Source: an optimization exercise on an open RTL-to-GDS flow (aim: small area, a short achievable clock period and few clock cycles per item). Production flows keep margins and buffers that such runs may drop. The RTL was checked by simulation tests, not by an equivalence proof against the original design. Power and IR drop assume default switching activity.

[flow/run.sh]
#!/bin/bash
# synth_recipe.tcl (not shown) runs the flow's synth.tcl, then flattens the netlist and writes it again
# the make line also repeats each setting of config.mk as NAME=value (left out here)
make -C /OpenROAD-flow-scripts/flow DESIGN_CONFIG=/design/flow/config.mk WORK_HOME=/design/flow/orfs CLKGATE_MAP_FILE= SYNTH_SCRIPT=/design/flow/synth_recipe.tcl finish
[flow/design.v]
module phos_fec_v1_adc_zs_scanner #(
    parameter  int ADC_BITS     = 12,
    parameter  int ADC_CHIPS    = 2,
    parameter  int ADC_CHIP_NCH = 32,
    localparam int ADC_NCH      = ADC_CHIPS * ADC_CHIP_NCH,
    localparam int CH_W         = $clog2(ADC_NCH),
    localparam int WORD_W       = 1 + CH_W + ADC_BITS
) (
    input  logic                        clk_i,
    input  logic                        rst_n_i,
    input  logic [ADC_NCH*ADC_BITS-1:0] adc_pdata_i,
    input  logic                        adc_valid_i,
    input  logic                        trig_i,
    input  logic                        zs_en_i,
    input  logic [ADC_BITS-1:0]         thr_i,
    input  logic                        ped_we_i,
    input  logic [CH_W-1:0]             ped_addr_i,
    input  logic [ADC_BITS-1:0]         ped_data_i,
    output logic                        m_valid_o,
    input  logic                        m_ready_i,
    output logic [WORD_W-1:0]           m_data_o,
    output logic                        busy_o,
    output logic [15:0]                 evt_cnt_o,
    output logic [15:0]                 drop_cnt_o
);
    typedef enum logic [1:0] {
        ST_IDLE,
        ST_ARM,
        ST_SCAN,
        ST_EOE
    } state_t;
    state_t state_q, state_d;
    logic [ADC_NCH-1:0][ADC_BITS-1:0] snap_q, snap_d;
    logic [ADC_NCH-1:0][ADC_BITS-1:0] ped_q, ped_d;
    logic                             zs_q, zs_d;
    logic [ADC_BITS-1:0]              thr_q, thr_d;
    logic [CH_W-1:0]                  ch_q, ch_d;
    logic [CH_W:0]                    nword_q, nword_d;
    logic                             m_valid_q, m_valid_d;
    logic [WORD_W-1:0]                m_data_q, m_data_d;
    logic [15:0]                      evt_q, evt_d;
    logic [15:0]                      drop_q, drop_d;
    logic [ADC_BITS-1:0] cur_smp;
    logic [ADC_BITS-1:0] cur_ped;
    logic [ADC_BITS-1:0] diff;
    logic                pass;
    logic                accept;
    logic                busy;
    logic                last_ch;
    always_comb begin
        cur_smp = snap_q[ch_q];
        cur_ped = ped_q[ch_q];
        diff    = (cur_ped > cur_smp) ? '0 : (cur_smp - cur_ped);
        pass    = !zs_q || (diff > thr_q);
        accept  = !m_valid_q || m_ready_i;
        busy    = (state_q != ST_IDLE) || m_valid_q;
        last_ch = (ch_q == CH_W'(ADC_NCH - 1));
    end
    always_comb begin
        state_d   = state_q;
        snap_d    = snap_q;
        ped_d     = ped_q;
        zs_d      = zs_q;
        thr_d     = thr_q;
        ch_d      = ch_q;
        nword_d   = nword_q;
        m_valid_d = m_valid_q;
        m_data_d  = m_data_q;
        evt_d     = evt_q;
        drop_d    = drop_q;
        if (m_valid_q && m_ready_i) begin
            m_valid_d = 1'b0;
        end
        if (ped_we_i) begin
            ped_d[ped_addr_i] = ped_data_i;
        end
        if (trig_i && busy && (drop_q != 16'hFFFF)) begin
            drop_d = drop_q + 16'd1;
        end
        case (state_q)
            ST_IDLE: begin
                if (trig_i && !busy) begin
                    state_d = ST_ARM;
                end
            end
            ST_ARM: begin
                if (adc_valid_i) begin
                    snap_d  = adc_pdata_i;
                    zs_d    = zs_en_i;
                    thr_d   = thr_i;
                    ch_d    = '0;
                    nword_d = '0;
                    state_d = ST_SCAN;
                end
            end
            ST_SCAN: begin
                if (!pass || accept) begin
                    if (pass) begin
                        m_valid_d = 1'b1;
                        m_data_d  = {1'b0, ch_q, diff};
                        nword_d   = nword_q + 1'b1;
                    end
                    if (last_ch) begin
                        ch_d    = '0;
                        state_d = ST_EOE;
                    end else begin
                        ch_d = ch_q + 1'b1;
                    end
                end
            end
            ST_EOE: begin
                if (accept) begin
                    m_valid_d = 1'b1;
                    m_data_d  = {1'b1, {CH_W{1'b0}}, ADC_BITS'(nword_q)};
                    evt_d     = evt_q + 16'd1;
                    state_d   = ST_IDLE;
                end
            end
            default: begin
                state_d = ST_IDLE;
            end
        endcase
    end
    always_ff @(posedge clk_i or negedge rst_n_i) begin
        if (!rst_n_i) begin
            state_q   <= ST_IDLE;
            snap_q    <= '0;
            ped_q     <= '0;
            zs_q      <= 1'b0;
            thr_q     <= '0;
            ch_q      <= '0;
            nword_q   <= '0;
            m_valid_q <= 1'b0;
            m_data_q  <= '0;
            evt_q     <= '0;
            drop_q    <= '0;
        end else begin
            state_q   <= state_d;
            snap_q    <= snap_d;
            ped_q     <= ped_d;
            zs_q      <= zs_d;
            thr_q     <= thr_d;
            ch_q      <= ch_d;
            nword_q   <= nword_d;
            m_valid_q <= m_valid_d;
            m_data_q  <= m_data_d;
            evt_q     <= evt_d;
            drop_q    <= drop_d;
        end
    end
    assign m_valid_o  = m_valid_q;
    assign m_data_o   = m_data_q;
    assign busy_o     = busy;
    assign evt_cnt_o  = evt_q;
    assign drop_cnt_o = drop_q;
endmodule
[flow/config.mk]
export PLATFORM = sky130hd
export DESIGN_NAME = phos_fec_v1_adc_zs_scanner
export DESIGN_NICKNAME = phos_fec_v1_adc_zs_scanner
export VERILOG_FILES = /design/flow/design.v
export SDC_FILE = /design/flow/constraint.sdc
export NUM_CORES = 4
export LEC_CHECK = 0
export CAP_MARGIN = 20
export CORE_MARGIN = 2
export CORE_UTILIZATION = 40
export SLEW_MARGIN = 20
[flow/constraint.sdc]
create_clock -name core_clock -period 7.0 [get_ports {clk_i}]
set_input_delay 1.4000 -clock core_clock [delete_from_list [all_inputs] [get_ports {clk_i}]]
set_output_delay 1.4000 -clock core_clock [all_outputs]
set_load 0.01 [all_outputs]
==> metrics.md, run 1 <==
| Metric | Value |
|---|---|
| Outcome | `timing/DRC/antenna clean` |
| Initial Util | `0.402` |
| CTS tree | `built` |
| Highest clock rate | `151 MHz` |
| Initial antenna violation count | `84` |
| CTS root buf | `clkbuf_16` |
| Combinational power share | `0.354` |
| Die ar. | `192000 sq um` |
| Largest net degree at the start of global routing | `a little under 200` |
| RSZ-0062 raised after global routing | `false` |
| Synth Register Bits | `1616` |
| Final setup fails | `0` |
| Total negative setup slack | `0 ns` |
| Post-synthesis async set-or-reset flop share | `1.00` |
| Yosys warnings | `1` |
| Final instance area | `95300 sq um` |
| Via density | `6.24` |
| Post-synth cell types | `86` |
| Power density over the cells | `between 400 and 500 nW/um^2` |
| Hold Violations, Final | `0` |
| Worst Hold Class | `primary input to asynchronous set/reset pin` |
| Clk_skew | `0.0303 ns` |
| Cell Rows | `159` |
| Top cell type's share of synthesized area | `0.536` |
| DRC violations left | `0` |
| GRT Total Usage | `0.330` |
| Sw power | `13.3 mW` |
| Number of global-route vias before repair | `around 60000` |
| Rel. slew slack | `0.189` |
| Vias | `58300` |
| CTS clock-pin slew for the worst setup and hold paths | `0.06 ns` |
| CTS buffer count | `between 150 and 200` |
| Fill cells | `approximately 16000` |
| Crit path arrival time | `7.32 ns` |
| DRT iter0 DRCs | `7255` |
| Later-pin clock latency in the skew report | `approximately 0.85 ns` |
| Internal cell power | `26.2 mW` |
| Sink Count | `between 1500 and 2000` |
| Slew Viols, Final | `0` |
| Critical path fanouts, max | `21` |
| Worst setup EP type | `flip-flop` |
| Commonest non-fill, non-tap cells in the layout | `dfrtp_1 (1610), clkdlybuf4s50_1 (855), mux2_2 (834), nand2_1 (449), mux4_2 (336)` |
| Global-route wire length before repair | `452 mm` |
| Maximum vdd ir drop | `0.234 mV` |
| WP data required | `7.70 ns` |
| Final #Nets | `7501` |
| Routed Antenna Nets | `0` |
| Post-Syn Area | `75500 sq um` |
| Layout area overhead | `26.2%` |
| Sw Share | `0.338` |
| Worst hold slack | `~0.47 ns` |
| Storage element area | `40500 sq um` |
| Maxcap violations | `0` |
| I/O Buffers | `approximately 860` |
| Most common cell after layout, fill and taps aside | `dfrtp_1` |
| Die X | `between 400 and 500 microns` |
| Seq/Total Area, Yosys | `0.536` |
| Cells after synthesis | `5680` |
| Gr ovfl total | `0` |
| Fin crit period | `6.62 ns` |
| Mean area per synthesized cell | `between 10 and 15 sq um` |
| Clock buffer depth | `3` |
| Leakage | `39.2 nW` |
| Cts hold-fix bufs | `0` |
| Placed instance area | `between 80000 and 90000 sq um` |
| Layout cells sized above 1 | `0.279` |
| Hpwl dp | `236 mm` |
| DIE HEIGHT | `approximately 440 microns` |
| Syn Nets | `6527` |
| Boundary Pins | `roughly 860` |
| Multi-input logic area | `33600 sq um` |
| Area leader, netlist | `dfrtp_1` |
| Clk pwr share | `0.250` |
| Startpoint Class | `flip-flop` |
| Drt first pass iters | `6` |
| Slew @ Worst Pin | `around 1.2 ns` |
| H-tree depth | `4` |
| Ranking of synthesized cells by area | `dfrtp_1 (54%), mux2_2 (12%), mux4_2 (10%)` |
| Post-synth EDFFs | `0` |
| Overall power | `39.5 mW` |
| Routed Wire Length | `324 mm` |
| Final Cycle Share | `0.946` |
| WS Path Type | `flip-flop to flip-flop` |
| Routed len/inst | `34.6 microns` |
| Sequential power share | `0.397` |
| Top FF cell, synth | `dfrtp_1` |
| Core Box Area | `188000 sq um` |
| Routability Congestion | `0.992` |
final cells by class:
type                    count  share of cell area
clock inverters            81              0.0112
inverters                  30             0.00121
clock buffers             244              0.0530
flip-flops and latches   1616               0.424
multi-input cells        3633               0.353
diodes                     51             0.00134
repair buffers           1196               0.123
well taps                2495              0.0328
path summary, 6_finish.rpt:
path                            start     endpoint  slack, ns  cells after the start
min                           rst_n_i  snap_q[500]       0.47                      1
min in group core_clock    ped_q[588]   ped_q[588]       0.48                      2
min reg2reg                ped_q[588]   ped_q[588]       0.48                      2
max in group asynchronous     rst_n_i  snap_q[181]       4.62                      3
max                           ch_q[0]      ch_q[5]       0.38                     24
max reg2reg                   ch_q[0]      ch_q[5]       0.38                     24
state kept, by name, indices dropped and copies added (netlist names):
register / count
ch_q: 6
drop_q: 16
evt_q: 16
m_data_q: 19
m_valid_q: 1
nword_q: 7
ped_q: 768
snap_q: 768
state_q: 2
thr_q: 12
zs_q: 1
per-stage QoR:
step / utilization / setup slack (ns) / cells
2_1_floorplan: - / 0.571 / 5680
3_3_place_gp: 0.474 / 0.232 / 8965
3_5_place_dp: 0.474 / 0.0721 / 8965
4_1_cts: 0.507 / 0.0487 / 9290
5_1_grt: 0.508 / 0.0228 / 9330
6_report: 0.508 / 0.379 / 9346
worst max-delay path, stage by stage (launching register included):
cell and delay (ns):
dfrtp_4 0.42, buf_4 0.23, buf_12 0.22, buf_4 0.41, mux2i_1 0.20, o21ai_0 0.41
o22ai_1 0.16, nor3_1 0.54, a21oi_1 0.19, o21ai_1 0.41, ha_1 0.28, nand2_1 0.09
a21boi_0 0.18, a31oi_1 0.08, a211o_2 0.41, nor2_1 0.12, ha_1 0.24, nor2b_1 0.13
o21a_1 0.16, o21a_1 0.16, o21ai_0 0.27, nand3_1 0.18, a21o_1 0.27, or2_2 0.32
o41ai_1 0.36
layer usage:
metal  part of all wire  GRT usage  up-vias
met2               0.45      0.499     3498
met4              0.052      0.157       42
met5            0.00088          0        -
met3               0.10     0.0939      816
li1                   -          -    23700
met1               0.40      0.438    30300
Yosys cell counts, types with 24 or more instances:
master / n
dfrtp_1: 1616
mux2_2: 834
nand2_1: 451
mux4_2: 336
a22o_1: 296
clkbuf_1: 292
o2bb2ai_1: 291
o21ai_0: 276
nor2_1: 180
mux2i_1: 167
a21oi_1: 145
o22ai_1: 77
buf_2: 61
nand3_1: 59
nor3_1: 56
o221ai_1: 50
buf_1: 45
ha_1: 40
xnor2_1: 30
inv_1: 29
a21o_1: 24
repair_timing:
action / 4_1_cts / 5_1_grt
endpoints found under the setup margin: 0 / 27
gates resized for setup: 0 / 6
setup buffers: 0 / 4
cell families after synthesis:
logic type / Yosys count / share of synthesized area
xor gates and xnor gates: 53 / 0.00645
AOI/OAI and AO/OA: 1331 / 0.131
adders and majority gates: 42 / 0.00716
and+or+nand+nor: 870 / 0.0505
muxes: 1337 / 0.247
buffers and inverters: 431 / 0.0226
DFF: 1616 / 0.536
power by group through the flow:
stage               clock, mW  combinational (mW)  sequential (mW)
global route             10.4                14.8             16.0
floorplan                   0                8.98             14.6
finish                   9.87                14.0             15.7
detailed placement          0                13.8             15.7
CTS                      9.96                13.8             15.6
global placement            0                13.5             15.6
Testbench counts, summed over its fixed seeds: cycles 81,600, events 1,200.
==> run 2: changes to the inputs <==
==> flow/design.v (replaced) <==
module phos_fec_v1_adc_zs_scanner #(
    parameter  int ADC_BITS     = 12,
    parameter  int ADC_CHIPS    = 2,
    parameter  int ADC_CHIP_NCH = 32,
    localparam int ADC_NCH      = ADC_CHIPS * ADC_CHIP_NCH,
    localparam int CH_W         = $clog2(ADC_NCH),
    localparam int WORD_W       = 1 + CH_W + ADC_BITS
) (
    input  logic                        clk_i,
    input  logic                        rst_n_i,
    input  logic [ADC_NCH*ADC_BITS-1:0] adc_pdata_i,
    input  logic                        adc_valid_i,
    input  logic                        trig_i,
    input  logic                        zs_en_i,
    input  logic [ADC_BITS-1:0]         thr_i,
    input  logic                        ped_we_i,
    input  logic [CH_W-1:0]             ped_addr_i,
    input  logic [ADC_BITS-1:0]         ped_data_i,
    output logic                        m_valid_o,
    input  logic                        m_ready_i,
    output logic [WORD_W-1:0]           m_data_o,
    output logic                        busy_o,
    output logic [15:0]                 evt_cnt_o,
    output logic [15:0]                 drop_cnt_o
);
    logic                             busy_q;
    logic                             arm_q;
    logic                             scan_q;
    logic                             m_valid_q;
    logic [15:0]                      evt_q;
    logic [15:0]                      drop_q;
    logic [ADC_NCH-1:0][ADC_BITS-1:0] ped_q;
    logic [ADC_NCH-1:0][ADC_BITS-1:0] diff_q;
    logic [ADC_NCH-1:0]               mask_q;
    logic [CH_W:0]                    nword_q;
    logic [WORD_W-1:0]                m_data_q;
    logic [ADC_NCH-1:0][ADC_BITS-1:0] diff_in;
    logic [ADC_NCH-1:0]               pass_in;
    always_comb begin
        for (int c = 0; c < ADC_NCH; c++) begin
            logic [ADC_BITS-1:0] s, p;
            logic [ADC_BITS:0]   d;
            s          = adc_pdata_i[c*ADC_BITS +: ADC_BITS];
            p          = ped_q[c];
            d          = {1'b0, s} - {1'b0, p};
            diff_in[c] = d[ADC_BITS] ? '0 : d[ADC_BITS-1:0];
            pass_in[c] = !zs_en_i || (diff_in[c] > thr_i);
        end
    end
    logic [ADC_NCH-1:0] below;     
    logic [ADC_NCH-1:0] first;     
    logic [ADC_BITS-1:0] sel_diff;
    logic [CH_W-1:0]     sel_ch;
    logic                any;
    always_comb begin
        below[0] = 1'b0;
        for (int i = 1; i < ADC_NCH; i++) below[i] = below[i-1] | mask_q[i-1];
        first    = mask_q & ~below;
        any      = |mask_q;
        sel_diff = '0;
        sel_ch   = '0;
        for (int i = 0; i < ADC_NCH; i++) begin
            sel_diff = sel_diff | ({ADC_BITS{first[i]}} & diff_q[i]);
            sel_ch   = sel_ch   | ({CH_W{first[i]}} & CH_W'(i));
        end
    end
    logic accept, trig_ok, snap, step, eoe_done;
    assign accept   = !m_valid_q || m_ready_i;
    assign trig_ok  = trig_i && !busy_q;
    assign snap     = arm_q && adc_valid_i;
    assign step     = scan_q && accept;
    assign eoe_done = m_valid_q && m_ready_i && m_data_q[WORD_W-1];
    always_ff @(posedge clk_i or negedge rst_n_i) begin
        if (!rst_n_i) begin
            busy_q    <= 1'b0;
            arm_q     <= 1'b0;
            scan_q    <= 1'b0;
            m_valid_q <= 1'b0;
            evt_q     <= '0;
            drop_q    <= '0;
            ped_q     <= '0;
        end else begin
            if (ped_we_i) ped_q[ped_addr_i] <= ped_data_i;
            if (trig_i && busy_q && (drop_q != 16'hFFFF)) drop_q <= drop_q + 16'd1;
            if (trig_ok)       busy_q <= 1'b1;
            else if (eoe_done) busy_q <= 1'b0;
            if (trig_ok)   arm_q <= 1'b1;
            else if (snap) arm_q <= 1'b0;
            if (snap) scan_q <= 1'b1;
            else if (step && !any) scan_q <= 1'b0;
            if (step) begin
                m_valid_q <= 1'b1;
                if (!any) evt_q <= evt_q + 16'd1;
            end else if (m_ready_i) begin
                m_valid_q <= 1'b0;
            end
        end
    end
    always_ff @(posedge clk_i) begin
        if (snap) begin
            diff_q  <= diff_in;
            mask_q  <= pass_in;
            nword_q <= '0;
        end else if (step) begin
            mask_q  <= mask_q & below;
            if (any) nword_q <= nword_q + 1'b1;
        end
        if (step) begin
            if (any) m_data_q <= {1'b0, sel_ch, sel_diff};
            else     m_data_q <= {1'b1, {CH_W{1'b0}}, ADC_BITS'(nword_q)};
        end
    end
    assign m_valid_o  = m_valid_q;
    assign m_data_o   = m_data_q;
    assign busy_o     = busy_q;
    assign evt_cnt_o  = evt_q;
    assign drop_cnt_o = drop_q;
endmodule
==> run 2 against run 1 <==
  * Sequential power is 3% lower
  * Final area up 48%
  * Fmax rose by 7.0%
  * Global-route usage increased by 7.1 points
  * Critical endpoint is now m_data_q[8]
  * Synthesized cell count grew 110%
  * Setup slack better by 0.43 ns
  * Clock skew up 0.048 ns
  * Register-to-register slack better by 0.43 ns
==> metrics.md, run 2 <==
| Metric | Value |
|---|---|
| Worst hold slack | `0.444 ns` |
| R2R setup slack | `0.81 ns` |
| Final setup fails | `0` |
| Synth Register Bits | `1662` |
| Hpwl dp | `479 mm` |
| Combinational power share | `0.509` |
| Sw power | `around 23 mW` |
| Yosys warnings | `1` |
| Top cells by count, synth | `ha_1 (1547), inv_1 (974), nor2_1 (882)` |
| Fin crit period | `around 6.2 ns` |
| Layout cells sized above 1 | `0.0788` |
| Number of global-route vias before repair | `around 99000` |
| Crit path arrival time | `6.72 ns` |
| Post-synth cell types | `101` |
| Critical path fanouts, max | `12` |
| Largest net degree at the start of global routing | `128` |
| Cells after synthesis | `12100` |
| Layout area overhead | `20.3%` |
| H-tree depth | `4` |
| RSZ-0062 raised after global routing | `false` |
| Sw Share | `0.430` |
| Area leader, netlist | `edfxtp_1` |
| DIE HEIGHT | `approximately 540 microns` |
| Total negative setup slack | `0 ns` |
| Most common cell after layout, fill and taps aside | `ha_1` |
| Commonest non-fill, non-tap cells in the layout | `ha_1 (1547), inv_1 (963), nand2_1 (870), nor2_1 (866), clkdlybuf4s50_1 (854)` |
| Clock buffer depth | `4` |
| R2R Path Start | `mask_q[2]` |
| Final #Nets | `15700` |
| Biggest regs | `diff_q (768), ped_q (768), mask_q (64)` |
| Rel. slew slack | `0.0766` |
| Via density | `6.25` |
| CP bufs+invs | `2` |
| Critical path depth in cells | `12` |
| Gr ovfl total | `0` |
| Highest clock rate | `162 MHz` |
| Most common cell in the netlist | `ha_1` |
| Top delay family on crit path | `simple AND/OR/NAND/NOR gates` |
| Slew Viols, Final | `0` |
| Routed Wire Length | `612 mm` |
| Drt first pass iters | `9` |
| Vias | `109000` |
| Worst setup EP type | `flip-flop` |
| Clk pwr share | `0.209` |
| Sink Count | `1662` |
| CTS buffer count | `204` |
| Final Cycle Share | `0.884` |
| CTS root buf | `clkbuf_16` |
| CTS tree | `built` |
| Power density over the cells | `382 nW/um^2` |
| Maximum vdd ir drop | `0.191 mV` |
| Seq/Total Area, Yosys | `0.392` |
| Slowest CP cell | `a2111oi_2` |
| R2R depth | `12` |
| Initial antenna violation count | `136` |
| Die ar. | `between 200000 and 300000 sq um` |
| Outcome | `timing/DRC/antenna clean` |
| Syn Nets | `around 15000` |
| Cell Rows | `198` |
| Fill cells | `roughly 28000` |
| GRT Total Usage | `0.401` |
| WS Path Type | `flip-flop to flip-flop` |
| Top cell type's share of synthesized area | `0.219` |
| Routability Congestion | `~1.1` |
| Cts hold-fix bufs | `0` |
| Worst R2R End | `m_data_q[8]` |
| DRT iter0 DRCs | `about 17000` |
| DRC violations left | `0` |
| Crit path cell chain | `or4_1 > nor3_1 > buf_4 > and4_1 > buf_4 > a22oi_1 > nand2_1 > a2111oi_2 > nand4_1 > a211o_1 > nor4_1 > nand4_1` |
| Maxcap violations | `0` |
| Global-route wire length before repair | `816 mm` |
| Post-Syn Area | `117000 sq um` |
| # Post-CTS Setup Buffers | `0` |
| CTS clock-pin slew for the worst setup and hold paths | `0.06 ns` |
| Sequential power share | `0.282` |
| Later-pin clock latency in the skew report | `0.94 ns` |
| Max stage delay on crit path | `about 1.0 ns` |
| Routed len/inst | `35.1 microns` |
| Slew @ Worst Pin | `1.39 ns` |
| WP data required | `7.54 ns` |
| Boundary Pins | `between 800 and 900` |
| Worst Hold Class | `primary input to asynchronous set/reset pin` |
| Post-CTS Resized | `0` |
| Core Box Area | `291000 sq um` |
| Post-synthesis async set-or-reset flop share | `0.484` |
| Internal cell power | `~30 mW` |
| Leakage | `59.7 nW` |
| Routed Antenna Nets | `0` |
| Die X | `545 microns` |
| I/O Buffers | `857` |
| Top FF cell, synth | `edfxtp_1` |
| PnR worst setup slack | `0.813 ns` |
| Mean area per synthesized cell | `9.67 sq um` |
| Hold Violations, Final | `0` |
| Startpoint Class | `flip-flop` |
| Pre-CTS WS | `0.467 ns` |
| Ranking of synthesized cells by area | `edfxtp_1 (22%), dfrtp_1 (17%), ha_1 (17%)` |
| Clk_skew | `0.0785 ns` |
| Initial Util | `0.402` |
| Post-synth EDFFs | `851` |
==> run 2: cell types whose count changed after synthesis, moves of 456 or more <==
cell      delta
ha_1      +1507
inv_1      +945
edfxtp_1   +851
mux2_2     -832
dfrtp_1    -812
nor2_1     +702
a21oi_1    +558
o21ai_0    +537
a21o_1     +456
==> run 2: through the flow <==
stage	area, sq um	util	std cells	total power, mW
after detailed placement	134000	0.459	17000	41.5
after floorplan	117000	-	12100	32.2
after global routing	140000	0.483	17400	56.7
after CTS	140000	0.483	17400	52.8
after global placement	134000	0.459	17000	41.4
final	141000	0.484	17500	53.7
==> run 2: cell families after synthesis <==
family / after synthesis / share of synthesized area
DFF: 1662 / 0.392
adders and majority gates: 1612 / 0.177
muxes: 29 / 0.00250
AOI/OAI and AO/OA: 3288 / 0.188
xor gates and xnor gates: 560 / 0.0421
buffers and inverters: 1287 / 0.0420
and+or+nand+nor: 3660 / 0.157
==> run 2: worst max-delay path by stage <==
stage | startpoint | endpoint | slack (ns)
global route | ped_addr_i[2] | ped_q[150] | 0.95
global placement | ped_addr_i[2] | ped_q[182] | 0.34
floorplan | adc_pdata_i[528] | mask_q[44] | 1.49
finish | mask_q[2] | m_data_q[8] | 0.81
CTS | mask_q[2] | m_data_q[5] | 1.34
detailed placement | ped_addr_i[1] | ped_q[687] | 0.47
==> run 2: worst reg2reg max path: stages (launching register included) <==
cell       delay, ns
edfxtp_1        0.61
or4_1           0.71
nor3_1          0.16
buf_4           0.22
and4_1          0.28
buf_4           0.25
a22oi_1         0.46
nand2_1         0.13
a2111oi_2       1.04
nand4_1         0.48
a211o_1         0.47
nor4_1          0.59
nand4_1         0.41
==> run 2: layer usage <==
metal	global-route usage	share of wire
met1	0.543	0.40
met2	0.550	0.39
met3	0.126	0.14
met4	0.251	0.072
met5	0	0.0012
==> run 2: power groups by stage <==
stage | Clock [mW] | Sequential, mW | Combinational [mW]
2_1_floorplan | 0 | 14.3 | 17.9
6_report | 11.2 | 15.2 | 27.3
4_1_cts | 11.2 | 15.0 | 26.6
3_5_place_dp | 0 | 15.2 | 26.3
5_1_grt | 11.6 | 15.3 | 29.8
3_3_place_gp | 0 | 15.2 | 26.2
==> run 2: cell type report <==
cell class                      count  area, sq um  area share
Tap cell                         3900         4880      0.0347
Multi-Input combinational cell   9149        66800       0.475
Sequential cell                  1662        45800       0.326
Clock inverter                    106         1180     0.00841
Inverter                          976         3700      0.0263
Antenna cell                       89          223     0.00158
Clock buffer                      267         5640      0.0401
Timing Repair Buffer             1307        12400      0.0885
Testbench counts of run 2, summed over its fixed seeds: cycles 12,467, events 1,200.

==> what the ideal ports hide <==
How much do the figures lean on ideal ports? The routed layouts below were timed once more, with nothing changed but the port constraints. Step 1 assumes that a clkbuf_16 drives the clock port and a buf_2 every other input. Step 2 adds t to the input delays and takes it off the output delays; t is the mean of the earliest and latest rising clock arrival at the registers after step 1. Input paths then give back, and output paths get back, about the clock's delay inside the block. a / b / c = no drivers / after step 1 / after step 2; a / b = the first two.
| run | t, ns | slack for setup (ns) | worst slew at a driven data input, ns |
|---|---|---|---|
| run 1 | 0.899 | 0.379 / 0.379 / 0.324 | 0.21 |
| run 2 | 1.006 | 0.813 / 0.813 / 0.149 | 0.23 |
After both steps setup and hold are still met in every run listed. The setup slack of run 2, which loses most, moves by 0.000 ns with the drivers and by -0.664 ns with both steps.
